Background: an optimization exercise with open tools, aiming at small area and a short achievable clock period. Do not read the settings as production practice.
Where RTL was checked, it was by simulation tests only, not by an equivalence proof against the original.
Power is estimated from default activity; no workload was simulated.

==> 05-20 <==
// coef_dot_product
module coef_dot_product (
    input  wire          i_clk,
    input  wire          i_sync_rst,
    input  wire          s_awvalid,
    input  wire [31:0]   s_awaddr,
    output wire          s_awready,
    input  wire          s_wvalid,
    input  wire [31:0]   s_wdata,
    input  wire [3:0]    s_wstrb,
    output wire          s_wready,
    output wire          s_bvalid,
    output wire [1:0]    s_bresp,
    input  wire          s_bready,
    input  wire          s_arvalid,
    input  wire [31:0]   s_araddr,
    output wire          s_arready,
    output wire          s_rvalid,
    output wire [31:0]   s_rdata,
    output wire [1:0]    s_rresp,
    input  wire          s_rready,
    input  wire [127:0]  i_vec,
    input  wire          i_vec_valid,
    output wire [31:0]   o_prod,
    output wire          o_prod_valid
);
==> module axil_write_channel, before the edit <==
module axil_write_channel (
    input  wire          i_clk,
    input  wire          i_sync_rst,
    input  wire          i_awvalid,
    input  wire [31:0]   i_awaddr,
    input  wire          i_wvalid,
    input  wire [31:0]   i_wdata,
    input  wire [3:0]    i_wstrb,
    input  wire          i_bready,
    output wire          o_awready,
    output wire          o_wready,
    output wire          o_bvalid,
    output wire [1:0]    o_bresp,
    output reg           o_wr_en,
    output reg  [1:0]    o_wr_idx,
    output reg  [31:0]   o_wr_data,
    output reg  [3:0]    o_wr_strb
);
    reg  r_bvalid;
    reg  r_bslverr;
    wire ready    = ~r_bvalid;
    wire wr_hs    = i_awvalid & i_wvalid & ready;
    wire in_range = (i_awaddr[31:4] == 28'd0);
    assign o_awready = ready;
    assign o_wready  = ready;
    assign o_bvalid  = r_bvalid;
    assign o_bresp   = {r_bslverr, 1'b0};
    always @(posedge i_clk) begin
        if (i_sync_rst) begin
            r_bvalid <= 1'b0;
            o_wr_en  <= 1'b0;
        end else begin
            if (wr_hs)         r_bvalid <= 1'b1;
            else if (i_bready) r_bvalid <= 1'b0;
            o_wr_en <= wr_hs & in_range;
        end
    end
    always @(posedge i_clk) begin
        if (wr_hs) r_bslverr <= ~in_range;
    end
    always @(posedge i_clk) begin
        o_wr_idx  <= i_awaddr[3:2];
        o_wr_data <= i_wdata;
        o_wr_strb <= i_wstrb;
    end
endmodule
==> module axil_read_channel, before the edit <==
module axil_read_channel (
    input  wire          i_clk,
    input  wire          i_sync_rst,
    input  wire          i_arvalid,
    input  wire [31:0]   i_araddr,
    input  wire          i_rready,
    output wire          o_arready,
    output wire          o_rvalid,
    output wire [31:0]   o_rdata,
    output wire [1:0]    o_rresp,
    input  wire          i_wr_pend,
    input  wire [127:0]  i_coefs
);
    reg         r_rvalid;
    reg  [31:0] r_rdata;
    reg         r_rslverr;
    wire ready    = ~r_rvalid & ~i_wr_pend;
    wire rd_hs    = i_arvalid & ready;
    wire in_range = (i_araddr[31:4] == 28'd0);
    assign o_arready = ready;
    assign o_rvalid  = r_rvalid;
    assign o_rdata   = r_rdata;
    assign o_rresp   = {r_rslverr, 1'b0};
    always @(posedge i_clk) begin
        if (i_sync_rst)    r_rvalid <= 1'b0;
        else if (rd_hs)    r_rvalid <= 1'b1;
        else if (i_rready) r_rvalid <= 1'b0;
    end
    always @(posedge i_clk) begin
        if (!r_rvalid) begin
            r_rdata   <= in_range ? i_coefs[32*i_araddr[3:2] +: 32] : 32'd0;
            r_rslverr <= ~in_range;
        end
    end
endmodule
==> module coef_dot_product_top, before the edit <==
module coef_dot_product_top (
    input  wire          i_clk,
    input  wire          i_sync_rst,
    input  wire          s_awvalid,
    input  wire [31:0]   s_awaddr,
    output wire          s_awready,
    input  wire          s_wvalid,
    input  wire [31:0]   s_wdata,
    input  wire [3:0]    s_wstrb,
    output wire          s_wready,
    output wire          s_bvalid,
    output wire [1:0]    s_bresp,
    input  wire          s_bready,
    input  wire          s_arvalid,
    input  wire [31:0]   s_araddr,
    output wire          s_arready,
    output wire          s_rvalid,
    output wire [31:0]   s_rdata,
    output wire [1:0]    s_rresp,
    input  wire          s_rready,
    input  wire [127:0]  i_vec,
    input  wire          i_vec_valid,
    output wire [31:0]   o_prod,
    output wire          o_prod_valid
);
    wire         wr_en;
    wire [1:0]   wr_idx;
    wire [31:0]  wr_data;
    wire [3:0]   wr_strb;
    wire [127:0] coefs;
    wire [63:0]  b_one, b_two, b_neg;
    axil_write_channel u_wr_ch (
        .i_clk      (i_clk),
        .i_sync_rst (i_sync_rst),
        .i_awvalid  (s_awvalid),
        .i_awaddr   (s_awaddr),
        .i_wvalid   (s_wvalid),
        .i_wdata    (s_wdata),
        .i_wstrb    (s_wstrb),
        .i_bready   (s_bready),
        .o_awready  (s_awready),
        .o_wready   (s_wready),
        .o_bvalid   (s_bvalid),
        .o_bresp    (s_bresp),
        .o_wr_en    (wr_en),
        .o_wr_idx   (wr_idx),
        .o_wr_data  (wr_data),
        .o_wr_strb  (wr_strb)
    );
    axil_read_channel u_rd_ch (
        .i_clk      (i_clk),
        .i_sync_rst (i_sync_rst),
        .i_arvalid  (s_arvalid),
        .i_araddr   (s_araddr),
        .i_rready   (s_rready),
        .o_arready  (s_arready),
        .o_rvalid   (s_rvalid),
        .o_rdata    (s_rdata),
        .o_rresp    (s_rresp),
        .i_wr_pend  (wr_en),
        .i_coefs    (coefs)
    );
    coef_reg_file u_regs (
        .i_clk      (i_clk),
        .i_sync_rst (i_sync_rst),
        .i_wr_en    (wr_en),
        .i_wr_idx   (wr_idx),
        .i_wr_data  (wr_data),
        .i_wr_strb  (wr_strb),
        .o_coefs    (coefs),
        .o_one      (b_one),
        .o_two      (b_two),
        .o_neg      (b_neg)
    );
    dot_product_pipe u_pipe (
        .i_clk        (i_clk),
        .i_sync_rst   (i_sync_rst),
        .i_vec        (i_vec),
        .i_vec_valid  (i_vec_valid),
        .i_one        (b_one),
        .i_two        (b_two),
        .i_neg        (b_neg),
        .o_prod       (o_prod),
        .o_prod_valid (o_prod_valid)
    );
endmodule
Settings: LEC_CHECK=0, CAP_MARGIN=20, CORE_MARGIN=2, CORE_UTILIZATION=60, PLACE_DENSITY=0.7, SETUP_SLACK_MARGIN=5, SLEW_MARGIN=20, SYNTH_HIERARCHICAL=1; clock period 9.0 ns.
run.sh (not shown) runs the stock make flow with config.mk's settings and CLKGATE_MAP_FILE= SYNTH_SCRIPT=/design/flow/synth_recipe.tcl, a recipe that flattens the netlist after the stock synthesis.
==> inputs of 10-09, as changes to 05-20 <==
--- a/flow/design.v
+++ b/flow/design.v
@@ -21,4 +21,5 @@
     output wire [1:0]    o_bresp,
     output reg           o_wr_en,
+    output wire          o_wr_en_next,
     output reg  [1:0]    o_wr_idx,
     output reg  [31:0]   o_wr_data,
@@ -27,7 +28,9 @@
     reg  r_bvalid;
     reg  r_bslverr;
-    wire ready    = ~r_bvalid;
+    reg  r_ready;
+    wire ready    = r_ready;
     wire wr_hs    = i_awvalid & i_wvalid & ready;
     wire in_range = (i_awaddr[31:4] == 28'd0);
+    assign o_wr_en_next = wr_hs & in_range & ~i_sync_rst;
     assign o_awready = ready;
     assign o_wready  = ready;
@@ -37,9 +40,15 @@
         if (i_sync_rst) begin
             r_bvalid <= 1'b0;
+            r_ready  <= 1'b1;
             o_wr_en  <= 1'b0;
         end else begin
-            if (wr_hs)         r_bvalid <= 1'b1;
-            else if (i_bready) r_bvalid <= 1'b0;
-            o_wr_en <= wr_hs & in_range;
+            if (wr_hs) begin
+                r_bvalid <= 1'b1;
+                r_ready  <= 1'b0;
+            end else if (i_bready) begin
+                r_bvalid <= 1'b0;
+                r_ready  <= 1'b1;
+            end
+            o_wr_en <= o_wr_en_next;
         end
     end
@@ -66,5 +75,5 @@
     output wire [31:0]   o_rdata,
     output wire [1:0]    o_rresp,
-    input  wire          i_wr_pend,
+    input  wire          i_wr_pend_next,
     input  wire [127:0]  i_coefs
 );
@@ -72,5 +81,6 @@
     reg  [31:0] r_rdata;
     reg         r_rslverr;
-    wire ready    = ~r_rvalid & ~i_wr_pend;
+    reg         r_ready;
+    wire ready    = r_ready;
     wire rd_hs    = i_arvalid & ready;
     wire in_range = (i_araddr[31:4] == 28'd0);
@@ -79,8 +89,13 @@
     assign o_rdata   = r_rdata;
     assign o_rresp   = {r_rslverr, 1'b0};
+    wire rvalid_next = rd_hs | (r_rvalid & ~i_rready);
     always @(posedge i_clk) begin
-        if (i_sync_rst)    r_rvalid <= 1'b0;
-        else if (rd_hs)    r_rvalid <= 1'b1;
-        else if (i_rready) r_rvalid <= 1'b0;
+        if (i_sync_rst) begin
+            r_rvalid <= 1'b0;
+            r_ready  <= 1'b1;
+        end else begin
+            r_rvalid <= rvalid_next;
+            r_ready  <= ~rvalid_next & ~i_wr_pend_next;
+        end
     end
     always @(posedge i_clk) begin
@@ -5344,4 +5359,5 @@
 );
     wire         wr_en;
+    wire         wr_en_next;
     wire [1:0]   wr_idx;
     wire [31:0]  wr_data;
@@ -5363,4 +5379,5 @@
         .o_bresp    (s_bresp),
         .o_wr_en    (wr_en),
+        .o_wr_en_next (wr_en_next),
         .o_wr_idx   (wr_idx),
         .o_wr_data  (wr_data),
@@ -5377,5 +5394,5 @@
         .o_rdata    (s_rdata),
         .o_rresp    (s_rresp),
-        .i_wr_pend  (wr_en),
+        .i_wr_pend_next (wr_en_next),
         .i_coefs    (coefs)
     );
==> flow/flow/run.sh (new file) <==
#!/bin/bash
set -euo pipefail
bash standard.sh SETUP_SLACK_MARGIN=6.0 finish > flow_make.log 2>&1
==> flow/standard.sh (new file) <==
#!/bin/bash
# synth_recipe.tcl (not shown) runs the flow's synth.tcl, then flattens the netlist and writes it again
# the make line also repeats each setting of config.mk as NAME=value (left out here)
make -C /OpenROAD-flow-scripts/flow DESIGN_CONFIG=/design/flow/config.mk WORK_HOME=/design/flow/orfs CLKGATE_MAP_FILE= SYNTH_SCRIPT=/design/flow/synth_recipe.tcl "${@:-finish}"
--- a/flow/config.mk
+++ b/flow/config.mk
@@ -10,5 +10,4 @@
 export CORE_UTILIZATION = 60
 export PLACE_DENSITY = 0.7
-export SETUP_SLACK_MARGIN = 5
 export SLEW_MARGIN = 20
 export SYNTH_HIERARCHICAL = 1
removed: flow/run.sh
==> inputs of 03-15, as changes to 05-20 <==
--- a/flow/design.v
+++ b/flow/design.v
@@ -21,4 +21,5 @@
     output wire [1:0]    o_bresp,
     output reg           o_wr_en,
+    output wire          o_wr_en_next,
     output reg  [1:0]    o_wr_idx,
     output reg  [31:0]   o_wr_data,
@@ -27,7 +28,9 @@
     reg  r_bvalid;
     reg  r_bslverr;
-    wire ready    = ~r_bvalid;
+    reg  r_ready;
+    wire ready    = r_ready;
     wire wr_hs    = i_awvalid & i_wvalid & ready;
     wire in_range = (i_awaddr[31:4] == 28'd0);
+    assign o_wr_en_next = wr_hs & in_range & ~i_sync_rst;
     assign o_awready = ready;
     assign o_wready  = ready;
@@ -37,9 +40,15 @@
         if (i_sync_rst) begin
             r_bvalid <= 1'b0;
+            r_ready  <= 1'b1;
             o_wr_en  <= 1'b0;
         end else begin
-            if (wr_hs)         r_bvalid <= 1'b1;
-            else if (i_bready) r_bvalid <= 1'b0;
-            o_wr_en <= wr_hs & in_range;
+            if (wr_hs) begin
+                r_bvalid <= 1'b1;
+                r_ready  <= 1'b0;
+            end else if (i_bready) begin
+                r_bvalid <= 1'b0;
+                r_ready  <= 1'b1;
+            end
+            o_wr_en <= o_wr_en_next;
         end
     end
@@ -66,5 +75,5 @@
     output wire [31:0]   o_rdata,
     output wire [1:0]    o_rresp,
-    input  wire          i_wr_pend,
+    input  wire          i_wr_pend_next,
     input  wire [127:0]  i_coefs
 );
@@ -72,5 +81,6 @@
     reg  [31:0] r_rdata;
     reg         r_rslverr;
-    wire ready    = ~r_rvalid & ~i_wr_pend;
+    reg         r_ready;
+    wire ready    = r_ready;
     wire rd_hs    = i_arvalid & ready;
     wire in_range = (i_araddr[31:4] == 28'd0);
@@ -79,8 +89,13 @@
     assign o_rdata   = r_rdata;
     assign o_rresp   = {r_rslverr, 1'b0};
+    wire rvalid_next = rd_hs | (r_rvalid & ~i_rready);
     always @(posedge i_clk) begin
-        if (i_sync_rst)    r_rvalid <= 1'b0;
-        else if (rd_hs)    r_rvalid <= 1'b1;
-        else if (i_rready) r_rvalid <= 1'b0;
+        if (i_sync_rst) begin
+            r_rvalid <= 1'b0;
+            r_ready  <= 1'b1;
+        end else begin
+            r_rvalid <= rvalid_next;
+            r_ready  <= ~rvalid_next & ~i_wr_pend_next;
+        end
     end
     always @(posedge i_clk) begin
@@ -5344,4 +5359,5 @@
 );
     wire         wr_en;
+    wire         wr_en_next;
     wire [1:0]   wr_idx;
     wire [31:0]  wr_data;
@@ -5363,4 +5379,5 @@
         .o_bresp    (s_bresp),
         .o_wr_en    (wr_en),
+        .o_wr_en_next (wr_en_next),
         .o_wr_idx   (wr_idx),
         .o_wr_data  (wr_data),
@@ -5377,5 +5394,5 @@
         .o_rdata    (s_rdata),
         .o_rresp    (s_rresp),
-        .i_wr_pend  (wr_en),
+        .i_wr_pend_next (wr_en_next),
         .i_coefs    (coefs)
     );
==> flow/flow/run.sh (new file) <==
#!/bin/bash
set -euo pipefail
bash standard.sh SETUP_SLACK_MARGIN=5.8 finish > flow_make.log 2>&1
==> flow/standard.sh (new file) <==
#!/bin/bash
# synth_recipe.tcl (not shown) runs the flow's synth.tcl, then flattens the netlist and writes it again
# the make line also repeats each setting of config.mk as NAME=value (left out here)
make -C /OpenROAD-flow-scripts/flow DESIGN_CONFIG=/design/flow/config.mk WORK_HOME=/design/flow/orfs CLKGATE_MAP_FILE= SYNTH_SCRIPT=/design/flow/synth_recipe.tcl "${@:-finish}"
--- a/flow/config.mk
+++ b/flow/config.mk
@@ -10,5 +10,4 @@
 export CORE_UTILIZATION = 60
 export PLACE_DENSITY = 0.7
-export SETUP_SLACK_MARGIN = 5
 export SLEW_MARGIN = 20
 export SYNTH_HIERARCHICAL = 1
removed: flow/run.sh
==> notes <==
- 10-09 completed with no timing, DRC or antenna violations. 05-20 finished clean. 03-15 finished clean.
- The highest setup slack belongs to 10-09, the lowest to 05-20.
- Final cell count: 10-09 > 03-15 > 05-20.
- Global-route usage: 10-09 is higher than 05-20 (0.61 points).
- Critical path depth is the same in 03-15 and 10-09.
- Flip-flop and latch count: 10-09 is higher than 05-20 (2).
- The highest clock skew belongs to 03-15, the lowest to 10-09.
- Against 05-20, the combinational power of 03-15 is higher by about 3%.
- In 05-20 the final area is smaller than in 03-15, by 1.9%.
- The lowest sequential share of layout area belongs to 10-09, the highest to 05-20.
- Die area is about the same in 05-20 and 10-09.
==> figures <==
Run status: 05-20 finished clean; 03-15 finished clean; 10-09 finished clean
Number of sequential cells in the layout: 05-20 828; 03-15 830; 10-09 830
Post-placement cell area: 05-20 70,000 um2; 03-15 70,000 um2; 10-09 70,000 um2
Biggest cell delay along the critical path: 05-20 0.83 ns; 03-15 0.97 ns; 10-09 0.63 ns
Synthesized area: 05-20 64,800 um2; 03-15 64,800 um2; 10-09 64,800 um2
Global-route wire length before repair: 05-20 373 mm; 03-15 377 mm; 10-09 377 mm
Internal power: 05-20 17.8 mW; 03-15 18.1 mW; 10-09 18.0 mW
Net count reported at finish: 05-20 6,439; 03-15 6,552; 10-09 6,621
Hold-critical path endpoint: 05-20 u_top.u_pipe.r_s2_1$_DFF_P_; 03-15 u_top.u_pipe.r_s2_2$_DFF_P_; 10-09 u_top.u_pipe.r_s2_2$_DFF_P_
Die Area: 05-20 111,000 um2; 03-15 111,000 um2; 10-09 111,000 um2
Xor and xnor fraction of the mapped netlist area: 05-20 0.184; 03-15 0.184; 10-09 0.184
Routed vias: 05-20 48.8k; 03-15 49.5k; 10-09 49.9k
Share of the synthesized area in the top cell type: 05-20 0.300; 03-15 0.300; 10-09 0.300
Data arrival time of the worst path: 05-20 4.62 ns; 03-15 3.87 ns; 10-09 3.66 ns
Average detailed-routed wire length per instance: 05-20 40.4 um; 03-15 40.1 um; 10-09 40.2 um
Post-Synthesis Cells: 05-20 4,751; 03-15 4,757; 10-09 4,757
Number of buffers inserted by post-CTS setup repair: 05-20 0; 03-15 69; 10-09 151
Worst r2r src: 05-20 u_top.u_regs.o_neg[32]$_DFFE_PP_; 03-15 u_top.u_pipe.r_vec[40]$_DFF_P_; 10-09 u_top.u_regs.o_neg[43]$_DFFE_PP_
Maximum frequency from static timing analysis: 05-20 0.247 GHz; 03-15 0.304 GHz; 10-09 0.325 GHz
Post-layout minimum cycle time: 05-20 4.05 ns; 03-15 3.29 ns; 10-09 3.08 ns
Diodes inserted: 05-20 7; 03-15 7; 10-09 6
Worst-margin pin slew: 05-20 1.34 ns; 03-15 1.15 ns; 10-09 0.961 ns
Only the layout flow was run in 05-20; the RTL was not checked for function there.

## static timing again, ports no longer ideal
The flow's constraints put no driver on any port. The routed layouts listed below were extracted and timed again, unchanged, in two steps. Step 1, drivers: a clkbuf_16 drives i_clk and a buf_2 each remaining input, both assumed. Step 2, shift: input delay + t, output delay - t, t = (earliest + latest rising clock arrival at the registers) / 2. This alone moves slack from input paths to output paths. a / b / c = no drivers / after step 1 / after step 2; a / b = the first two.
run	t, ns	setup slack, ns	worst setup path at the end	latest minus earliest clock arrival (ns)	worst register clock-pin slew, ns
05-20	0.778	4.947 / 4.947 / 4.792	input to register	0.058 / 0.058	0.07 / 0.07
10-09	0.776	5.922 / 5.859 / 5.217	input to register	0.055 / 0.055	0.07 / 0.07
03-15	0.803	5.705 / 5.705 / 5.040	input to register	0.069 / 0.069	0.08 / 0.08
After both steps setup and hold are still met in every run listed. For 10-09, which loses most, drivers alone change the setup slack by -0.063 ns; drivers and shift together by -0.705 ns.
